What follows belongs to an exercise in optimizing a design on an open flow for small area; a production flow would make more cautious choices.
In this exercise RTL edits were held to simulation tests only and were not proved equivalent to the original.
Power and IR drop assume default switching activity.

exp/juniper:
==> flow/design.v <==
package link_mon_pkg;
    localparam int NIBBLE_W = 4;
    localparam int PKT_W = 128;
    typedef logic [NIBBLE_W-1:0] nibble_t;
    typedef logic [PKT_W-1:0] packet_t;
    typedef enum logic
    {
        DIR_DOWN = 1'b0,
        DIR_UP   = 1'b1
    } dir_e;
    typedef enum logic [NIBBLE_W-1:0]
    {
        READ_REQ  = 4'b0100,
        WRITE_REQ = 4'b0101,
        IFILL_REQ = 4'b0110
    } dn_cmd_e;
    typedef enum logic [NIBBLE_W-1:0]
    {
        READ_NACK  = 4'b0000,
        READ_ACK   = 4'b0001,
        IFILL_ACK  = 4'b0011,
        IFILL_NACK = 4'b0111,
        INT        = 4'b1000,
        INT_VEC    = 4'b1100
    } up_cmd_e;
    typedef union packed
    {
        dn_cmd_e dn;
        up_cmd_e up;
    } cmd_u;
    typedef struct packed
    {
        logic    vld;
        nibble_t data;
        logic    stall;
    } link_t;
    typedef logic [7:0] stall_cnt_t;
    typedef logic [7:0] abort_cnt_t;
    typedef struct packed
    {
        dir_e       dir;
        cmd_u       cmd;
        logic       cmd_known;
        stall_cnt_t stall_cnt;
        packet_t    packet;
    } report_t;
endpackage
`timescale 1ns/1ns
module nibble_assembler #(
    parameter int NIBBLES = 32
) (
    input  logic                     iol2clk,
    input  logic                     rst_n,
    input  link_mon_pkg::link_t      link,
    input  logic                     take,
    output logic                     pkt_abort,
    output logic                     full,
    output logic                     overflow_pulse,
    output link_mon_pkg::packet_t    entry_pkt_n,
    output link_mon_pkg::stall_cnt_t entry_stall_cnt_n
);
    localparam int PKT_W = NIBBLES * link_mon_pkg::NIBBLE_W;
    localparam int CNT_W = $clog2(NIBBLES + 1);
    localparam logic [CNT_W-1:0] FULL_CNT = CNT_W'(NIBBLES);
    logic [CNT_W-1:0]         beat_cnt;
    logic                     vld_q;
    logic                     stall_q;
    logic                     pkt_done;
    link_mon_pkg::stall_cnt_t stall_acc_n;
    link_mon_pkg::stall_cnt_t stall_base;
    logic [PKT_W-1:0]         pkt_n;
    logic                     accept;
    logic                     pkt_end;
    logic                     stall_rise;
    logic                     load;
    assign accept = link.vld && !link.stall && (beat_cnt < FULL_CNT);
    assign pkt_end = vld_q && !link.vld;
    assign stall_rise = link.vld && link.stall && !stall_q;
    assign stall_base = vld_q ? ~stall_acc_n : '0;
    always_ff @(posedge iol2clk)
    begin
        if (!rst_n)
        begin
            beat_cnt  <= '0;
            vld_q     <= 1'b0;
            stall_q   <= 1'b0;
            pkt_done  <= 1'b0;
            pkt_abort <= 1'b0;
        end
        else
        begin
            vld_q     <= link.vld;
            stall_q   <= link.stall;
            pkt_done  <= pkt_end && (beat_cnt == FULL_CNT);
            pkt_abort <= pkt_end && (beat_cnt != FULL_CNT);
            if (!link.vld)
                beat_cnt <= '0;
            else if (accept)
                beat_cnt <= beat_cnt + 1'b1;
        end
    end
    always_ff @(posedge iol2clk)
    begin
        if (stall_rise && (stall_base != '1))
            stall_acc_n <= ~(stall_base + 1'b1);
        else
            stall_acc_n <= ~stall_base;
    end
    always_ff @(posedge iol2clk)
    begin
        if (accept)
            pkt_n <= {~link.data, pkt_n[PKT_W-1:link_mon_pkg::NIBBLE_W]};
    end
    assign load = pkt_done && (!full || take);
    assign overflow_pulse = pkt_done && full && !take;
    always_ff @(posedge iol2clk)
    begin
        if (!rst_n)
            full <= 1'b0;
        else if (load)
            full <= 1'b1;
        else if (take)
            full <= 1'b0;
    end
    always_ff @(posedge iol2clk)
    begin
        if (load)
        begin
            entry_pkt_n     <= pkt_n;
            entry_stall_cnt_n <= stall_acc_n;
        end
    end
endmodule
`timescale 1ns/1ns
module report_builder (
    input  logic                    dir,
    input  link_mon_pkg::nibble_t   cmd,
    output logic                    cmd_known
);
    always_comb
    begin
        cmd_known = 1'b0;
        if (dir == link_mon_pkg::DIR_DOWN)
        begin
            case (cmd)
                link_mon_pkg::READ_REQ,
                link_mon_pkg::WRITE_REQ,
                link_mon_pkg::IFILL_REQ: cmd_known = 1'b1;
                default:                 cmd_known = 1'b0;
            endcase
        end
        else
        begin
            case (cmd)
                link_mon_pkg::READ_NACK,
                link_mon_pkg::READ_ACK,
                link_mon_pkg::IFILL_ACK,
                link_mon_pkg::IFILL_NACK,
                link_mon_pkg::INT,
                link_mon_pkg::INT_VEC:   cmd_known = 1'b1;
                default:                 cmd_known = 1'b0;
            endcase
        end
    end
endmodule
`timescale 1ns/1ns
module report_ctrl (
    input  logic                     iol2clk,
    input  logic                     rst_n,
    input  link_mon_pkg::packet_t    dn_pkt_n,
    input  link_mon_pkg::stall_cnt_t dn_stall_cnt_n,
    input  logic                     dn_full,
    input  link_mon_pkg::packet_t    up_pkt_n,
    input  link_mon_pkg::stall_cnt_t up_stall_cnt_n,
    input  logic                     up_full,
    input  logic                     dn_overflow_pulse,
    input  logic                     up_overflow_pulse,
    input  logic                     dn_abort,
    input  logic                     up_abort,
    input  logic                     rpt_ack,
    output logic                     dn_take,
    output logic                     up_take,
    output logic                     rpt_req,
    output link_mon_pkg::report_t    rpt,
    output logic                     overflow,
    output link_mon_pkg::abort_cnt_t dn_abort_cnt,
    output link_mon_pkg::abort_cnt_t up_abort_cnt
);
    logic   wait_ack_low;
    logic   take;
    logic   dn_off;
    logic   up_off;
    logic   launch;
    link_mon_pkg::packet_t packet;
    logic   cmd_known;
    function automatic link_mon_pkg::abort_cnt_t sat_inc(input link_mon_pkg::abort_cnt_t v);
        sat_inc = (v == '1) ? v : v + 1'b1;
    endfunction
    assign launch = !rpt_req && !wait_ack_low && !rpt_ack && (dn_full || up_full);
    always_ff @(posedge iol2clk)
    begin
        if (!rst_n)
        begin
            rpt_req      <= 1'b0;
            wait_ack_low <= 1'b0;
            take         <= 1'b0;
        end
        else
        begin
            take <= rpt_req && rpt_ack;
            if (launch)
                rpt_req <= 1'b1;
            else if (rpt_req && rpt_ack)
            begin
                rpt_req      <= 1'b0;
                wait_ack_low <= 1'b1;
            end
            else if (wait_ack_low && !rpt_ack)
                wait_ack_low <= 1'b0;
        end
    end
    always_ff @(posedge iol2clk)
    begin
        if (launch)
        begin
            dn_off <= !dn_full;
            up_off <= dn_full;
        end
    end
    assign dn_take = take && up_off;
    assign up_take = take && dn_off;
    assign packet = ~((dn_pkt_n | {link_mon_pkg::PKT_W{dn_off}}) & (up_pkt_n | {link_mon_pkg::PKT_W{up_off}}));
    report_builder u_cmd (.dir(dn_off), .cmd(packet[link_mon_pkg::NIBBLE_W-1:0]),
                          .cmd_known(cmd_known));
    always_comb
    begin
        rpt.dir       = link_mon_pkg::dir_e'(dn_off);
        rpt.cmd       = packet[link_mon_pkg::NIBBLE_W-1:0];
        rpt.cmd_known = cmd_known;
        rpt.stall_cnt = ~((dn_stall_cnt_n | {8{dn_off}}) & (up_stall_cnt_n | {8{up_off}}));
        rpt.packet    = packet;
    end
    always_ff @(posedge iol2clk)
    begin
        if (!rst_n)
        begin
            overflow     <= 1'b0;
            dn_abort_cnt <= '0;
            up_abort_cnt <= '0;
        end
        else
        begin
            if (dn_overflow_pulse || up_overflow_pulse)
                overflow <= 1'b1;
            if (dn_abort)
                dn_abort_cnt <= sat_inc(dn_abort_cnt);
            if (up_abort)
                up_abort_cnt <= sat_inc(up_abort_cnt);
        end
    end
endmodule
`timescale 1ns/1ns
module link_monitor_top #(
    parameter int NIBBLES = 32
) (
    input  logic                     iol2clk,
    input  logic                     rst_n,
    input  link_mon_pkg::link_t      dn_link,
    input  link_mon_pkg::link_t      up_link,
    input  logic                     rpt_ack,
    output logic                     rpt_req,
    output link_mon_pkg::report_t    rpt,
    output logic                     overflow,
    output link_mon_pkg::abort_cnt_t dn_abort_cnt,
    output link_mon_pkg::abort_cnt_t up_abort_cnt
);
    logic                     dn_pkt_abort;
    link_mon_pkg::packet_t    dn_pkt_n;
    link_mon_pkg::stall_cnt_t dn_stall_cnt_n;
    logic                     dn_full;
    logic                     dn_overflow_pulse;
    logic                     dn_take;
    logic                     up_pkt_abort;
    link_mon_pkg::packet_t    up_pkt_n;
    link_mon_pkg::stall_cnt_t up_stall_cnt_n;
    logic                     up_full;
    logic                     up_overflow_pulse;
    logic                     up_take;
    nibble_assembler #(.NIBBLES(NIBBLES)) u_dn_asm (
        .iol2clk(iol2clk), .rst_n(rst_n), .link(dn_link), .take(dn_take),
        .pkt_abort(dn_pkt_abort), .full(dn_full), .overflow_pulse(dn_overflow_pulse),
        .entry_pkt_n(dn_pkt_n), .entry_stall_cnt_n(dn_stall_cnt_n)
    );
    nibble_assembler #(.NIBBLES(NIBBLES)) u_up_asm (
        .iol2clk(iol2clk), .rst_n(rst_n), .link(up_link), .take(up_take),
        .pkt_abort(up_pkt_abort), .full(up_full), .overflow_pulse(up_overflow_pulse),
        .entry_pkt_n(up_pkt_n), .entry_stall_cnt_n(up_stall_cnt_n)
    );
    report_ctrl u_ctrl (
        .iol2clk(iol2clk), .rst_n(rst_n),
        .dn_pkt_n(dn_pkt_n), .dn_stall_cnt_n(dn_stall_cnt_n), .dn_full(dn_full),
        .up_pkt_n(up_pkt_n), .up_stall_cnt_n(up_stall_cnt_n), .up_full(up_full),
        .dn_overflow_pulse(dn_overflow_pulse), .up_overflow_pulse(up_overflow_pulse),
        .dn_abort(dn_pkt_abort), .up_abort(up_pkt_abort),
        .rpt_ack(rpt_ack), .dn_take(dn_take), .up_take(up_take),
        .rpt_req(rpt_req), .rpt(rpt), .overflow(overflow),
        .dn_abort_cnt(dn_abort_cnt), .up_abort_cnt(up_abort_cnt)
    );
endmodule
Settings: LEC_CHECK=0, ABC_AREA=1, CAP_MARGIN=20, CORE_MARGIN=2, CORE_UTILIZATION=40, CTS_BUF_LIST=sky130_fd_sc_hd__clkbuf_4 sky130_fd_sc_hd__clkbuf_8, CTS_CLUSTER_DIAMETER=30, CTS_CLUSTER_SIZE=12, SLEW_MARGIN=20; clock period 5.0 ns.
run.sh (not shown) runs the stock make flow with config.mk's settings and CLKGATE_MAP_FILE= SYNTH_SCRIPT=/design/flow/synth_recipe.tcl, a recipe that flattens the netlist after the stock synthesis.
The inputs of exp/tundra differ from those of exp/juniper as listed below.
- a change of CORE_UTILIZATION from 40 to 65
- a change of CTS_CLUSTER_SIZE from 12 to 30
- a deleted ABC_AREA that had been 1
- a change of CTS_BUF_LIST from sky130_fd_sc_hd__clkbuf_4 sky130_fd_sc_hd__clkbuf_8 to sky130_fd_sc_hd__clkbuf_16
- a change of CTS_CLUSTER_DIAMETER from 30 to 60
==> summary.txt <==
- For exp/juniper and exp/tundra, there was not a single run that failed to finish clean.
- exp/tundra gives more highest ir drop seen on vdd than exp/juniper did.
- Length in cells of the worst reg-to-reg path (exp/tundra over exp/juniper): decrease, 1
- The final cycle utilization of the critical path of exp/tundra falls short of that of exp/juniper by 1.2 points.
- | final critical path time including I/O delays and setup | higher: exp/juniper |
- On met2 routed wirelength: between exp/juniper and exp/tundra, it ends up lower for exp/tundra.
- Note that the final area recorded for exp/tundra amounts to 0.911 times the value seen in exp/juniper.
- exp/tundra against exp/juniper: final core utilization went up by 27 points; power went down by 20%.
Edits applied to the flow inputs when going from exp/tundra to exp/harbor:
- CTS_CLUSTER_DIAMETER no longer set, was 60
- CTS_BUF_LIST no longer set, was sky130_fd_sc_hd__clkbuf_16
- CORE_UTILIZATION now 75, was 65
- CTS_CLUSTER_SIZE no longer set, was 30
==> flow/flow/run.sh (new file) <==
#!/bin/bash
# The standard layout (the standard.sh: the standard synthesis and the
# ORFS steps from floorplan to finish) with two changes:
#  - the buffers that global placement puts on every input and output port
#    are the platform's smallest buffer, sky130_fd_sc_hd__buf_1, instead of
#    the cell buffer_ports picks by default;
#  - clock tree synthesis adds no dummy loads to the clock tree leaves (the
#    other CTS arguments are the ones cts.tcl builds from config.mk).
# The make output goes to flow_make.log in this folder.
set -euo pipefail
export BUFFER_PORTS_ARGS="-buffer_cell sky130_fd_sc_hd__buf_1"
export CTS_ARGS="-sink_clustering_enable -repair_clock_nets -sink_clustering_size 40 -sink_clustering_max_diameter 60 -buf_list sky130_fd_sc_hd__clkbuf_16 -dont_use_dummy_load"
bash standard.sh finish > flow_make.log 2>&1
==> flow/standard.sh (new file) <==
#!/bin/bash
# synth_recipe.tcl (not shown) runs the flow's synth.tcl, then flattens the netlist and writes it again
# the make line also repeats each setting of config.mk as NAME=value (left out here)
make -C /OpenROAD-flow-scripts/flow DESIGN_CONFIG=/design/flow/config.mk WORK_HOME=/design/flow/orfs CLKGATE_MAP_FILE= SYNTH_SCRIPT=/design/flow/synth_recipe.tcl "${@:-finish}"
removed: flow/run.sh
exp/harbor finished every stage and its layout cleared the timing, design-rule and antenna checks. Compared with exp/tundra, exp/harbor shows a lower design area. In exp/harbor, the post-route core utilization came out 5.2 points above the value in exp/tundra. On worst reg-to-reg setup slack, exp/harbor does worse than exp/tundra. exp/tundra → exp/harbor: post-synthesis to final-layout area growth went down, total power density per cell area now smaller. exp/harbor reports a lower power consumption than exp/tundra does.

==> static timing again, ports no longer ideal <==
The results above use ideal ports. As a check the final layouts listed here were re-extracted and re-timed, cells and wires unchanged. Step 1: set_driving_cell puts a clkbuf_16 on iol2clk and a buf_2 on each other input, an assumption about the parent block. Step 2 adds t to the input delays and takes it off the output delays; t is the mean of the earliest and latest rising clock arrival at the registers after step 1. Input paths then give back, and output paths get back, about the clock's delay inside the block. Slacks: ideal / step 1 / step 2; pairs: ideal / step 1.
| run | shift t [ns] | setup slack, ns | worst setup path after step 2 | worst register clock-pin slew, ns | pins driven straight from the clock port |
|---|---|---|---|---|---|
| exp/juniper | 0.722 | 1.136 / 1.086 / 1.697 | input to register | 0.07 / 0.07 | 1 |
| exp/tundra | 0.576 | 1.195 / 1.145 / 1.721 | register to output | 0.10 / 0.10 | 1 |
| exp/harbor | 0.607 | 1.780 / 1.730 / 2.208 | register to register | 0.11 / 0.11 | 1 |
After both steps every run listed still meets setup and hold.
